Background: an optimization exercise with open tools, aiming at small area and few clock cycles per item. Do not read the settings as production practice.
The RTL was checked by simulation tests, not by an equivalence proof against the original design.

// aabb_contact_impulse_resolver
module aabb_contact_impulse_resolver (
  input  logic          clk,
  input  logic          rst_n,
  input  logic          start,
  output logic          busy,
  input  logic [47:0]   in_box_one_min,
  input  logic [47:0]   in_box_one_max,
  input  logic [47:0]   in_box_two_min,
  input  logic [47:0]   in_box_two_max,
  input  logic [47:0]   in_vel_one,
  input  logic [47:0]   in_vel_two,
  input  logic [15:0]   in_mass_one,
  input  logic [15:0]   in_mass_two,
  input  logic [8:0]    in_bounce_one,
  input  logic [8:0]    in_bounce_two,
  input  logic          in_fixed_one,
  input  logic          in_fixed_two,
  output logic          out_valid,
  output logic          out_overlap,
  output logic          out_applied,
  output logic [1:0]    out_contact_axis,
  output logic          out_normal_negative,
  output logic [47:0]   out_new_vel_one,
  output logic [47:0]   out_new_vel_two
);
clock: 10.0 ns
lec_check: 0
abc_area: 1
cap_margin: 10
core_margin: 2
core_utilization: 45
cts_cluster_diameter: 200
cts_cluster_size: 20
place_density: 0.68
slew_margin: 10
standard.sh (not shown) runs the stock make flow with config.mk's settings and CLKGATE_MAP_FILE= SYNTH_SCRIPT=/design/flow/synth_recipe.tcl, a recipe that flattens the netlist after the stock synthesis.
==> flow/flow/run.sh <==
#!/bin/bash
# The standard layout (standard.sh: ORFS with the standard flow's settings), except that
# the port buffers are made from the smallest buffer cell, buf_1, instead of
# the cell buffer_ports picks on its own. Every port still gets its buffer.
# The full output of the layout goes to layout.log in this folder; each ORFS
# step also keeps its own log under orfs/logs.
set -euo pipefail
bash standard.sh \
  "BUFFER_PORTS_ARGS=-buffer_cell sky130_fd_sc_hd__buf_1" \
  finish > layout.log 2>&1
Testbench counts at the start, summed over its fixed seeds: cycles 24,048, items 24,000.
Change:
Settings changed: CORE_UTILIZATION 45 to 40, PLACE_DENSITY 0.68 to default.
What happened: The new run finished with timing, DRC and antenna clean; core utilization fell by 5.4 points; setup slack is better by 0.086 ns; cell count rose by 2.5%; critical path depth fell by 1.
Change:
Settings changed: CAP_MARGIN 10 to 20, SLEW_MARGIN 10 to 20.
The changed run ran to the end with no violations.
Cell count hardly moves.
Non-clock buffer count rose by 2.
Fmax fell by 0.70%.
Worst hold slack loses 0.013 ns.
Global-route usage stays flat.
Utilization is about the same.
Change:
Settings changed: CORE_UTILIZATION 40 to 45, PLACE_DENSITY from default to 0.68.
Design area falls by 0.73%.
Worst hold slack improves by 0.0052 ns.
Worst setup slack improves by 0.083 ns.
Cell count came out lower by 2.5%.
Change:
Settings changed: CORE_UTILIZATION 45 to 40, GPL_TIMING_DRIVEN from default to 0, PLACE_DENSITY 0.68 to default.
- wire length grows by 7.7%
- area after synthesis does not change
- via count went down by 0.63%
- setup slack gets worse by 0.17 ns
- final area goes up by 1.2%
- global-route usage goes down by 1.3 points
- die area goes up by 12%
- final cell count goes up by 2.3%
- clock-buffer cell count shrinks by 1

---

aabb_contact_impulse_resolver, a different RTL version from the one above (not shown whole).
Size in the first run: roughly 12000 cells after synthesis, about 450 I/O pins, roughly 93000 sq um of cells after synthesis.
// aabb_contact_impulse_resolver
module aabb_contact_impulse_resolver (
  input  logic          clk,
  input  logic          rst_n,
  input  logic          start,
  output logic          busy,
  input  logic [47:0]   in_box_one_min,
  input  logic [47:0]   in_box_one_max,
  input  logic [47:0]   in_box_two_min,
  input  logic [47:0]   in_box_two_max,
  input  logic [47:0]   in_vel_one,
  input  logic [47:0]   in_vel_two,
  input  logic [15:0]   in_mass_one,
  input  logic [15:0]   in_mass_two,
  input  logic [8:0]    in_bounce_one,
  input  logic [8:0]    in_bounce_two,
  input  logic          in_fixed_one,
  input  logic          in_fixed_two,
  output logic          out_valid,
  output logic          out_overlap,
  output logic          out_applied,
  output logic [1:0]    out_contact_axis,
  output logic          out_normal_negative,
  output logic [47:0]   out_new_vel_one,
  output logic [47:0]   out_new_vel_two
);
  localparam int L = 5;
  localparam int NF = 1;    
  function automatic int nsteps(input int g);
    nsteps = (g == 1) ? 1 : 4;
  endfunction
  assign busy = 1'b0;
  logic        f_hit, f_app;
  logic [1:0]  f_ax;
  logic        f_neg;
  logic [16:0] f_msum;
  logic [10:0] f_esum;
  logic [15:0] f_dabs;
  logic [26:0] f_pmul;
  acir_front u_front (
    .box_one_min(in_box_one_min),
    .box_one_max(in_box_one_max),
    .box_two_min(in_box_two_min),
    .box_two_max(in_box_two_max),
    .vel_one    (in_vel_one),
    .vel_two    (in_vel_two),
    .mass_one   (in_mass_one),
    .mass_two   (in_mass_two),
    .bounce_one (in_bounce_one),
    .bounce_two (in_bounce_two),
    .fixed_one  (in_fixed_one),
    .fixed_two  (in_fixed_two),
    .hit        (f_hit),
    .applied    (f_app),
    .ax         (f_ax),
    .neg        (f_neg),
    .msum       (f_msum),
    .esum       (f_esum),
    .dabs       (f_dabs),
    .pmul       (f_pmul)
  );
  logic [47:0] vel1_r [L+1];
  logic [47:0] vel2_r [L+1];
  logic        hit_r  [L+1];
  logic        app_r  [L+1];
  logic        wr1_r  [L+1];
  logic        wr2_r  [L+1];
  logic [1:0]  ax_r   [L+1];
  logic        neg_r  [L+1];
  logic [16:0] msum_r [L+1];
  logic        val_r  [L+1];
  always_ff @(posedge clk) begin
    if (!rst_n) begin
  ...
Settings: LEC_CHECK=0, ABC_AREA=1, CAP_MARGIN=20, CORE_MARGIN=2, CORE_UTILIZATION=40, SLEW_MARGIN=20; clock period 10.0 ns.
Scripts as last shown in full above: flow/flow/run.sh
Testbench counts at the start, summed over its fixed seeds: cycles 24,048, items 24,000.
==> next run, changes <==
==> flow/run.sh (new file) <==
#!/bin/bash
# synth_recipe.tcl (not shown) runs the flow's synth.tcl, then flattens the netlist and writes it again
# the make line also repeats each setting of config.mk as NAME=value (left out here)
make -C /OpenROAD-flow-scripts/flow DESIGN_CONFIG=/design/flow/config.mk WORK_HOME=/design/flow/orfs CLKGATE_MAP_FILE= SYNTH_SCRIPT=/design/flow/synth_recipe.tcl finish
Settings changed: CTS_CLUSTER_DIAMETER set to 200, CTS_CLUSTER_SIZE set to 24.
removed: flow/flow/run.sh
removed: flow/standard.sh
The changed run produced a clean layout.
Final area barely changes.
==> next run, changes <==
Settings changed: CTS_CLUSTER_DIAMETER 200 to not set, CTS_CLUSTER_SIZE 24 to not set.
After rerunning:
- via count grows by 0.71%
- maximum frequency barely changes
- non-clock buffer count grows by 9
- routed wire length grows by 0.54%
- register-to-register slack is better by 0.07 ns
- design area grows by 2.8%
- clock-buffer cell count grows by 93
- cell count grows by 1.1%
- clock skew barely changes

==> what the ideal ports hide <==
How much do the figures lean on ideal ports? The routed layouts below were timed once more, with nothing changed but the port constraints. Step 1, drivers: a clkbuf_16 drives clk and a buf_2 each remaining input, both assumed. Step 2 also shifts input and output timing later by t, the mid clock arrival at the registers, as if the neighbouring blocks saw the same clock. Slacks: ideal ports / drivers / drivers and shift; pairs: ideal ports / drivers.
| run | t, ns | setup slack, ns | latest minus earliest clock arrival (ns) |
|---|---|---|---|
| the first run of note 1 | 0.756 | 0.372 / 0.293 / -0.099 | 0.051 / 0.051 |
| the second run of note 1 | 0.767 | 0.458 / 0.379 / -0.107 | 0.046 / 0.046 |
| the third run of note 1 | 0.775 | 0.390 / 0.311 / -0.139 | 0.070 / 0.070 |
| the fourth run of note 1 | 0.746 | 0.473 / 0.396 / -0.064 | 0.049 / 0.049 |
| the fifth run of note 1 | 0.778 | 0.301 / 0.250 / -0.462 | 0.066 / 0.065 |
| the first run of note 2 | 0.854 | 0.442 / 0.352 / 0.281 | 0.112 / 0.112 |
| the second run of note 2 | 0.795 | 0.458 / 0.376 / 0.162 | 0.069 / 0.069 |
| the third run of note 2 | 0.853 | 0.430 / 0.344 / 0.153 | 0.108 / 0.107 |
With both steps, setup timing fails in 5 of these runs, where it was met with ideal ports. The setup slack of the fifth run of note 1, which loses most, moves by -0.051 ns with the drivers and by -0.763 ns with both steps.
